This design comes from an exercise in tuning for small area, a short achievable clock period and few clock cycles on the open sky130 flow, not from production work. Only simulation tests tie the RTL to the original design; equivalence was not proved.

===== design.v =====
package dffp_pkg;
  localparam int MAX_FIELDS_DEF    = 8;
  localparam int MAX_FIELD_LEN_DEF = 16;
  localparam int BYTE_W  = 8;
  localparam int IDX_W   = 3;
  localparam int TYPE_W  = 7;
  localparam int CNT_W   = 4;
  localparam int LENO_W  = 5;
  localparam int VAL_W   = 16;
  localparam logic [BYTE_W-1:0] CH_START = 8'h73;   
  localparam logic [BYTE_W-1:0] CH_END   = 8'h65;   
  localparam logic [BYTE_W-1:0] CH_SEP   = 8'h2c;   
  localparam logic [BYTE_W-1:0] CH_P     = 8'h70;   
  localparam logic [BYTE_W-1:0] CH_ZERO  = 8'h30;   
  localparam logic [BYTE_W-1:0] CH_ONE   = 8'h31;   
  localparam logic [BYTE_W-1:0] CH_SIX   = 8'h36;   
  localparam logic [BYTE_W-1:0] CH_NINE  = 8'h39;   
  localparam logic [TYPE_W-1:0] TYPE_P = 7'd112;
  typedef enum logic {
    ACT_RX   = 1'b0,
    ACT_READ = 1'b1
  } action_t;
  typedef enum logic {
    ST_IDLE,
    ST_RUN
  } state_t;
endpackage
import dffp_pkg::*;
module dffp_field_store
#(
  parameter int AW = 8
) (
  input  logic              clk,
  input  logic              wr_en,
  input  logic [AW-1:0]     wr_addr,
  input  logic [BYTE_W-1:0] wr_data,
  input  logic              rd_en,
  input  logic [AW-1:0]     rd_addr,
  output logic [BYTE_W-1:0] rd_data
);
  logic [BYTE_W-1:0] mem [2**AW];
  logic [BYTE_W-1:0] rd_data_r;
  always_ff @(posedge clk) begin
    if (wr_en) begin
      mem[wr_addr] <= wr_data;
    end
  end
  always_ff @(posedge clk) begin
    if (rd_en) begin
      rd_data_r <= mem[rd_addr];
    end
  end
  assign rd_data = rd_data_r;
endmodule
import dffp_pkg::*;
module delimited_frame_field_parser
#(
  parameter int MAX_FIELDS    = MAX_FIELDS_DEF,
  parameter int MAX_FIELD_LEN = MAX_FIELD_LEN_DEF
) (
  input  logic              clk,
  input  logic              rst_n,
  input  logic              in_valid,
  output logic              in_stall,
  input  logic              in_action,
  input  logic [BYTE_W-1:0] in_rx_byte,
  input  logic [IDX_W-1:0]  in_field_index,
  output logic              out_valid,
  input  logic              out_stall,
  output logic              out_frame_done,
  output logic              out_type_seen,
  output logic [TYPE_W-1:0] out_frame_type,
  output logic [CNT_W-1:0]  out_field_count,
  output logic [LENO_W-1:0] out_last_field_len,
  output logic [VAL_W-1:0]  out_field_value,
  output logic              out_value_is_char,
  output logic              out_index_ok
);
  localparam int FW    = (MAX_FIELDS > 1) ? $clog2(MAX_FIELDS) : 1;
  localparam int PW    = (MAX_FIELD_LEN > 1) ? $clog2(MAX_FIELD_LEN) : 1;
  localparam int LW    = $clog2(MAX_FIELD_LEN + 1);
  localparam int CW    = $clog2(MAX_FIELDS + 1);
  localparam int AW    = 1 + FW + PW;
  localparam int CMP_W = 8;
  dffp_pkg::state_t  st_r, st_nxt;
  logic              bank_r, bank_nxt;
  logic              receiving_r, receiving_nxt;
  logic              type_pend_r, type_pend_nxt;
  logic [TYPE_W-1:0] type_code_r, type_code_nxt;
  logic [FW-1:0]     cf_r, cf_nxt;
  logic [LW-1:0]     cur_len_r, cur_len_nxt;
  logic [CW-1:0]     frame_fields_r, frame_fields_nxt;
  logic [LW-1:0]     flast_r, flast_nxt;
  logic [MAX_FIELDS-1:0][LW-1:0] rlen_r;
  logic [MAX_FIELDS-1:0][LW-1:0] rlen_nxt;
  logic [MAX_FIELDS-1:0][LW-1:0] flen_r;
  logic [MAX_FIELDS-1:0][LW-1:0] flen_nxt;
  logic [FW-1:0]     rd_field_r, rd_field_nxt;
  logic [LW-1:0]     len_r, len_nxt;
  logic [LW-1:0]     ipos_r, ipos_nxt;
  logic [LW-1:0]     cpos_r, cpos_nxt;
  logic              rv_r, rv_nxt;
  logic [VAL_W-1:0]  sum_r, sum_nxt;
  logic              out_valid_r;
  logic              o_done_r, o_seen_r, o_char_r, o_ok_r;
  logic [TYPE_W-1:0] o_type_r;
  logic [CNT_W-1:0]  o_cnt_r;
  logic [LENO_W-1:0] o_len_r;
  logic [VAL_W-1:0]  o_val_r;
  logic              ld_out, o_done, o_seen, o_char, o_ok;
  logic [VAL_W-1:0]  o_val;
  logic              accept;
  logic              wr_en, rd_en;
  logic [AW-1:0]     wr_addr, rd_addr;
  logic [BYTE_W-1:0] rd_data;
  logic [CMP_W-1:0]  idx_x;
  logic [FW-1:0]     idx_f;
  logic              non_digit, last_digit;
  logic [VAL_W-1:0]  sum_x10;
  assign in_stall = (st_r != ST_IDLE) || (out_valid_r && out_stall);
  assign accept   = in_valid && !in_stall;
  assign idx_x = CMP_W'(in_field_index);
  assign idx_f = idx_x[FW-1:0];
  assign wr_addr = {bank_r, cf_r, cur_len_r[PW-1:0]};
  assign rd_addr = {~bank_r, rd_field_r, ipos_r[PW-1:0]};
  assign rd_en   = (st_r == ST_RUN) && (ipos_r < len_r);
  assign non_digit  = (rd_data < CH_ZERO) || (rd_data > CH_NINE);
  assign last_digit = (cpos_r + LW'(1)) == len_r;
  assign sum_x10    = (sum_r << 3) + (sum_r << 1);
  always_comb begin
    st_nxt           = st_r;
    bank_nxt         = bank_r;
    receiving_nxt    = receiving_r;
    type_pend_nxt    = type_pend_r;
    type_code_nxt    = type_code_r;
    cf_nxt           = cf_r;
    cur_len_nxt      = cur_len_r;
    frame_fields_nxt = frame_fields_r;
    flast_nxt        = flast_r;
    rlen_nxt         = rlen_r;
    flen_nxt         = flen_r;
    rd_field_nxt     = rd_field_r;
    len_nxt          = len_r;
    ipos_nxt         = ipos_r;
    cpos_nxt         = cpos_r;
    rv_nxt           = 1'b0;
    sum_nxt          = sum_r;
    wr_en            = 1'b0;
    ld_out           = 1'b0;
    o_done           = 1'b0;
    o_seen           = 1'b0;
    o_char           = 1'b0;
    o_ok             = 1'b0;
    o_val            = '0;
    unique case (st_r)
      ST_IDLE: begin
        if (accept && (in_action == ACT_RX)) begin
          ld_out = 1'b1;
          unique case (in_rx_byte)
            CH_START: begin
              receiving_nxt = 1'b1;
              type_pend_nxt = 1'b1;
              cf_nxt        = '0;
              cur_len_nxt   = '0;
            end
            CH_END: begin
              for (int i = 0; i < MAX_FIELDS; i++) begin
                flen_nxt[i] = (FW'(i) == cf_r) ? cur_len_r : rlen_r[i];
                rlen_nxt[i] = '0;
              end
              frame_fields_nxt = CW'(cf_r) + CW'(1);
              flast_nxt        = cur_len_r;
              bank_nxt         = ~bank_r;
              receiving_nxt    = 1'b0;
              cf_nxt           = '0;
              cur_len_nxt      = '0;
              o_done           = 1'b1;
            end
            CH_SEP: begin
              rlen_nxt[cf_r] = cur_len_r;
              if (cf_r != FW'(MAX_FIELDS - 1)) begin
                cf_nxt = cf_r + FW'(1);
              end
              cur_len_nxt = '0;
            end
            default: begin
              if (type_pend_r) begin
                if ((in_rx_byte >= CH_ONE) && (in_rx_byte <= CH_SIX)) begin
                  type_code_nxt = TYPE_W'(in_rx_byte - CH_ZERO);
                end else if (in_rx_byte == CH_P) begin
                  type_code_nxt = TYPE_P;
                end
                type_pend_nxt = 1'b0;
                o_seen        = 1'b1;
              end
              if (receiving_r && (cur_len_r < LW'(MAX_FIELD_LEN))) begin
                wr_en       = 1'b1;
                cur_len_nxt = cur_len_r + LW'(1);
              end
            end
          endcase
        end else if (accept) begin
          if ((idx_x >= CMP_W'(frame_fields_r)) || (idx_x >= CMP_W'(MAX_FIELDS))) begin
            ld_out = 1'b1;
          end else if (flen_r[idx_f] == '0) begin
            ld_out = 1'b1;
            o_ok   = 1'b1;
          end else begin
            st_nxt       = ST_RUN;
            rd_field_nxt = idx_f;
            len_nxt      = flen_r[idx_f];
            ipos_nxt     = '0;
            cpos_nxt     = '0;
            sum_nxt      = '0;
          end
        end
      end
      ST_RUN: begin
        if (rd_en) begin
          ipos_nxt = ipos_r + LW'(1);
        end
        rv_nxt = rd_en;
        if (rv_r) begin
          cpos_nxt = cpos_r + LW'(1);
          sum_nxt  = sum_x10 + VAL_W'(rd_data - CH_ZERO);
          if (non_digit || last_digit) begin
            st_nxt = ST_IDLE;
            rv_nxt = 1'b0;
            ld_out = 1'b1;
            o_ok   = 1'b1;
            o_char = non_digit;
            o_val  = non_digit ? VAL_W'(rd_data) : sum_nxt;
          end
        end
      end
      default: begin
        st_nxt = ST_IDLE;
      end
    endcase
  end
  always_ff @(posedge clk) begin
    if (!rst_n) begin
      st_r           <= ST_IDLE;
      bank_r         <= 1'b0;
      receiving_r    <= 1'b0;
      type_pend_r    <= 1'b0;
      type_code_r    <= '0;
      cf_r           <= '0;
      cur_len_r      <= '0;
      frame_fields_r <= '0;
      flast_r        <= '0;
      rv_r           <= 1'b0;
      out_valid_r    <= 1'b0;
      for (int i = 0; i < MAX_FIELDS; i++) begin
        rlen_r[i] <= '0;
        flen_r[i] <= '0;
      end
    end else begin
      st_r           <= st_nxt;
      bank_r         <= bank_nxt;
      receiving_r    <= receiving_nxt;
      type_pend_r    <= type_pend_nxt;
      type_code_r    <= type_code_nxt;
      cf_r           <= cf_nxt;
      cur_len_r      <= cur_len_nxt;
      frame_fields_r <= frame_fields_nxt;
      flast_r        <= flast_nxt;
      rv_r           <= rv_nxt;
      rlen_r         <= rlen_nxt;
      flen_r         <= flen_nxt;
      if (ld_out) begin
        out_valid_r <= 1'b1;
      end else if (!out_stall) begin
        out_valid_r <= 1'b0;
      end
    end
  end
  always_ff @(posedge clk) begin
    rd_field_r <= rd_field_nxt;
    len_r      <= len_nxt;
    ipos_r     <= ipos_nxt;
    cpos_r     <= cpos_nxt;
    sum_r      <= sum_nxt;
    if (ld_out) begin
      o_done_r <= o_done;
      o_seen_r <= o_seen;
      o_type_r <= type_code_nxt;
      o_cnt_r  <= CNT_W'(frame_fields_nxt);
      o_len_r  <= LENO_W'(flast_nxt);
      o_val_r  <= o_val;
      o_char_r <= o_char;
      o_ok_r   <= o_ok;
    end
  end
  dffp_field_store #(
    .AW(AW)
  ) u_store (
    .clk    (clk),
    .wr_en  (wr_en),
    .wr_addr(wr_addr),
    .wr_data(in_rx_byte),
    .rd_en  (rd_en),
    .rd_addr(rd_addr),
    .rd_data(rd_data)
  );
  assign out_valid          = out_valid_r;
  assign out_frame_done     = o_done_r;
  assign out_type_seen      = o_seen_r;
  assign out_frame_type     = o_type_r;
  assign out_field_count    = o_cnt_r;
  assign out_last_field_len = o_len_r;
  assign out_field_value    = o_val_r;
  assign out_value_is_char  = o_char_r;
  assign out_index_ok       = o_ok_r;
endmodule

===== constraint.sdc =====
create_clock -name core_clock -period 5.0 [get_ports {clk}]
set_input_delay 1.0000 -clock core_clock [delete_from_list [all_inputs] [get_ports {clk}]]
set_output_delay 1.0000 -clock core_clock [all_outputs]
set_load 0.01 [all_outputs]

===== config.mk =====
export PLATFORM = sky130hd
export DESIGN_NAME = delimited_frame_field_parser
export DESIGN_NICKNAME = delimited_frame_field_parser
export VERILOG_FILES = /design/flow/design.v
export SDC_FILE = /design/flow/constraint.sdc
export NUM_CORES = 4
export LEC_CHECK = 0
export CAP_MARGIN = 20
export CORE_MARGIN = 2
export CORE_UTILIZATION = 40
export SLEW_MARGIN = 20

===== run.sh =====
#!/bin/bash
# synth_recipe.tcl (not shown) runs the flow's synth.tcl, then flattens the netlist and writes it again
# the make line also repeats each setting of config.mk as NAME=value (left out here)
make -C /OpenROAD-flow-scripts/flow DESIGN_CONFIG=/design/flow/config.mk WORK_HOME=/design/flow/orfs CLKGATE_MAP_FILE= SYNTH_SCRIPT=/design/flow/synth_recipe.tcl finish

==> impl_metrics.toml <==
[critical_path]
regToRegSetupSlack_ns = 0.63
crit_path_cell_trace = "buf_4 > nor2b_1 > a221oi_1 > nor3b_1 > nor4_1 > nand4_1 > or4_1 > nor4_1"
cp_max_fo = 5
worstSetupEndpointType = "register"
crit_start = "ipos_r[1]$_SDFFCE_PN0P_"
critical_path.most_common_cell = "sky130_fd_sc_hd__nor4_1"
critical_path.startpoint_type = "register"
reg2reg_depth = 8
crit_path_top_delay_cell = "sky130_fd_sc_hd__nor4_1"
critical_path.reg2reg.startpoint = "ipos_r[1]$_SDFFCE_PN0P_"
crit_path_end = "u_store.rd_data_r[3]$_DFFE_PN_"
worst_ep_arrival_time_ns = 4.86
worst-endpoint-required_ns = 5.49
crit_type = "register to register"
worst_reg2reg_endpoint = "u_store.rd_data_r[3]$_DFFE_PN_"
timing.critical_path.slowest_cell_delay_ns = 0.92

[detailed_routing]
totalWireLength_mm = 252
num_vias = 49000
route.detailed.drc = 0
dr.pass1.iters = 8
drt_iter0_markers = 6281
antenna_left = 0
via_per_inst = 5.77
wl_per_cell_um = 29.7

[floorplanning]
floorplan.initialDensity_pct = 40.2
die_area_sq_um = 227000
die-width_um = 477
std_cell_rows = 173
die_y_um = 477
placeableCoreArea_sq_um = 222000
design.portCount = 54

[global_routing]
first_global_vias = 48200
grt_start_max_net_pins = 186
grt_pass1_wl_mm = 357
grt-ovfl-total = 0
grt_antenna_before_repair = 8
grt_use_total_pct = 21.7

[synth]
synth_ff_type = "sky130_fd_sc_hd__edfxtp_1"
netlist_area_sq_um = 89400
yosys.cell_types.count = 82
synthesis.nets = 5005
syn_avg_cell_area_sq_um = 18.1
ys_ff_latch = 2235
async_s_r_ff_share_synth_pct = 0
sequential_share_of_the_synthesized_area_pct = 73.9
yosys_warnings = 2
synth-edff-count = 2125
postSynthCellCount = 4935

[sta]
finalCriticalPeriod_ns = 4.37
ratio_of_final_minimum_period_to_clock_period_pct = 87.3
highest_attainable_clock_frequency_mhz = 229
worst_slew_pin_slew_ns = 1.20
grt_setup_unrepaired = "false"
timing_hold_violations_final = 0
final_max_slew_viols = 0
fin_hold_ws_ns = 0.459
slew-limit-headroom_pct = 19.3
setup_tns_ns = 0
worst_setup_skew_after_layout_ns = 0.0553
report.final.setup_viol = 0

[placed_design]
portBuffers = 53
place_area_sq_um = 95500
place_hpwl_mm = 163
place.gp.congestion = 0.907

[min_path]
timing.hold.worst_path_depth = 2
hold_path_class = "register to register"
holdCritStartpoint = "flast_r[0]$_SDFF_PN0_"

[cts]
clkSinkCount = 2235
clock_h_tree_levels = 4
cts.repair_timing.setup_buffer_count = 0
tritoncts.num_buffers = 216
cts.path.max_buffers = 3
cts_tree = "yes"
cts.root.buffer_cell = "sky130_fd_sc_hd__clkbuf_16"
cts_repair_resize_count = 0
clkLatencyLatePin_ns = 0.87
cts_hold_buf = 0
clkTransAtPathRegs_ns = 0.07

[run]
drv_cap = 0

[power_and_ir_drop]
power.density_nw_per_um2 = 361
power_leakage_nw = 31.6
ir_drop_worst_case_vdd_mv = 0.383
total_power_mw = 37.0

[finish]
postLayoutCellArea_sq_um = 103000
fillerInstances = 18900
layout.nets = 5396
syn2layout_area_growth_pct = 14.7
layout-drive-gt1-share_pct = 20.7

[status]
run_status = "finished clean"
[report_power, final]
part	internal, mW	switching (mW)
sequential	20.5	0.00630
combinational	0.0693	0.386
clock	8.87	7.22
total	29.4	7.61
[synthesized netlist by cell type (all sizes together) (20+ instances only)]
| cell | instances | share of area (%) |
|---|---|---|
| clkbuf | 147 | 0.62 |
| a22oi | 74 | 0.62 |
| nand3 | 61 | 0.34 |
| and2 | 28 | 0.20 |
| nor4 | 26 | 0.20 |
| dfxtp | 110 | 2.5 |
| edfxtp | 2125 | 71 |
| nor3 | 73 | 0.41 |
| mux2 | 29 | 0.37 |
| o221ai | 76 | 0.75 |
| ha | 41 | 0.57 |
| mux2i | 404 | 4.5 |
| buf | 155 | 1.5 |
| nor2 | 425 | 1.8 |
| inv | 35 | 0.15 |
| nand2 | 165 | 0.69 |
| o22ai | 61 | 0.43 |
| nand4 | 31 | 0.22 |
| mux4 | 344 | 8.7 |
| o21ai | 54 | 0.30 |
| a211oi | 69 | 0.58 |
| xnor2 | 21 | 0.21 |
| nor2b | 20 | 0.14 |
| a21oi | 152 | 0.85 |
[registers in the layout (all words and copies together) (netlist names), 5 cells and up]
signal	count
flast_r	5
u_store.mem	2048
o_val_r	16
type_code_r	7
o_len_r	5
u_store.rd_data_r	8
len_r	5
flen_r	40
rlen_r	40
cpos_r	5
o_type_r	7
sum_r	15
ipos_r	5
cur_len_r	5
[per-layer routing]
metal | routed length, um | GRT usage (%) | part of all wire, % | vias to the layer above
met4 | 8860 | 7.21 | 3.5 | 6
met5 | 41 | 0 | 0.016 | -
met2 | 119000 | 34.7 | 47 | 2293
li1 | - | - | - | 20700
met1 | 103000 | 30.0 | 41 | 25600
met3 | 20700 | 4.27 | 8.2 | 390
[cells in the final DEF (no fill, tap or decap), types with 10 or more instances in the layout]
master / netlist / routed
sky130_fd_sc_hd__edfxtp_1: 2125 / 2125
sky130_fd_sc_hd__nor2_1: 423 / 419
sky130_fd_sc_hd__mux2i_1: 404 / 404
sky130_fd_sc_hd__buf_4: 19 / 387
sky130_fd_sc_hd__mux4_2: 339 / 339
sky130_fd_sc_hd__clkbuf_16: 0 / 217
sky130_fd_sc_hd__nand2_1: 165 / 155
sky130_fd_sc_hd__a21oi_1: 152 / 152
sky130_fd_sc_hd__dfxtp_1: 110 / 109
sky130_fd_sc_hd__o221ai_1: 75 / 75
sky130_fd_sc_hd__a22oi_1: 74 / 74
sky130_fd_sc_hd__nor3_1: 72 / 71
sky130_fd_sc_hd__a211oi_1: 69 / 68
sky130_fd_sc_hd__o22ai_1: 60 / 60
sky130_fd_sc_hd__nand3_1: 61 / 57
sky130_fd_sc_hd__clkinv_1: 2 / 55
sky130_fd_sc_hd__o21ai_0: 54 / 54
sky130_fd_sc_hd__clkbuf_1: 147 / 47
sky130_fd_sc_hd__clkdlybuf4s50_1: 0 / 45
sky130_fd_sc_hd__clkinv_2: 0 / 44
sky130_fd_sc_hd__ha_1: 41 / 41
sky130_fd_sc_hd__buf_12: 13 / 34
sky130_fd_sc_hd__inv_1: 34 / 33
sky130_fd_sc_hd__nand4_1: 31 / 31
sky130_fd_sc_hd__mux2_2: 27 / 27
sky130_fd_sc_hd__and2_1: 27 / 27
sky130_fd_sc_hd__nor4_1: 24 / 23
sky130_fd_sc_hd__xnor2_1: 21 / 21
sky130_fd_sc_hd__a22o_1: 17 / 17
sky130_fd_sc_hd__nor2b_1: 20 / 17
sky130_fd_sc_hd__a221oi_1: 17 / 17
sky130_fd_sc_hd__bufinv_16: 0 / 16
sky130_fd_sc_hd__o211ai_1: 15 / 15
sky130_fd_sc_hd__and3_1: 13 / 13
sky130_fd_sc_hd__fa_1: 13 / 13
sky130_fd_sc_hd__xor2_1: 12 / 12
sky130_fd_sc_hd__nand2b_1: 12 / 11
sky130_fd_sc_hd__a31oi_1: 10 / 10
[logic make-up after synthesis]
logic type	after synthesis	synth area share (%)
adders and majority gates	54	0.865
DFF	2235	73.9
xor gates and xnor gates	33	0.323
AOI/OAI and AO/OA	607	4.66
buffers and inverters	339	2.22
and+or+nand+nor	890	4.49
muxes	777	13.6
[final cells by class]
type	instances	area (sq um)	share of cell area (%)
Tap cell	2975	3720	3.63
Sequential cell	2235	66000	64.4
Multi-Input combinational cell	2361	21500	21.0
Antenna cell	3	7.51	0.00732
Clock buffer	265	5620	5.48
Clock inverter	138	1340	1.31
Timing Repair Buffer	475	4160	4.06
Inverter	37	144	0.140
[worst max-delay path, delay by kind of cell, from the launching register on]
| family | cells | cell delay [ns] |
|---|---|---|
| and+or+nand+nor | 6 | 2.96 |
| DFF | 1 | 0.56 |
| buffers and inverters | 1 | 0.24 |
| AOI/OAI and AO/OA | 1 | 0.23 |
[how the worst min path moves through the flow]
stage,endpoint
floorplan,receiving_r$_SDFFE_PN0P_
global placement,receiving_r$_SDFFE_PN0P_
detailed placement,receiving_r$_SDFFE_PN0P_
CTS,u_store.mem[96][1]$_DFFE_PP_
global route,u_store.mem[96][1]$_DFFE_PP_
finish,flast_r[0]$_SDFF_PN0_
[metrics by stage]
step	setup slack (ns)	cells	util, %
final	0.634	8489	46.2
after global placement	0.251	8083	43.0
after CTS	0.839	8486	46.2
after detailed placement	0.310	8083	43.0
after global routing	0.745	8487	46.2
after floorplan	1.10	4935	-
Testbench counts, summed over its fixed seeds: cycles 15,025.

## what the ideal ports hide
How much do the figures lean on ideal ports? The routed layout below was timed once more, with nothing changed but the port constraints. Step 1 (the two cells are an assumption about what drives the block):
set clk [get_ports {clk}]
set_driving_cell -lib_cell sky130_fd_sc_hd__clkbuf_16 $clk
set_driving_cell -lib_cell sky130_fd_sc_hd__buf_2 [delete_from_list [all_inputs] $clk]
Step 2 also shifts input and output timing later by t, the mid clock arrival at the registers, as if the neighbouring blocks saw the same clock. a / b / c = ideal ports / drivers / drivers and shift; a / b = the first two.
t (ns): 0.931
slack for setup (ns): 0.634 / 0.634 / 0.038
worst setup path after step 2: input to register
worst data-port slew with drivers (ns): 0.28
pins driven straight from the clock port: 1
After both steps setup and hold are still met in this run. For this run, drivers alone change the setup slack by 0.000 ns; drivers and shift together by -0.596 ns.
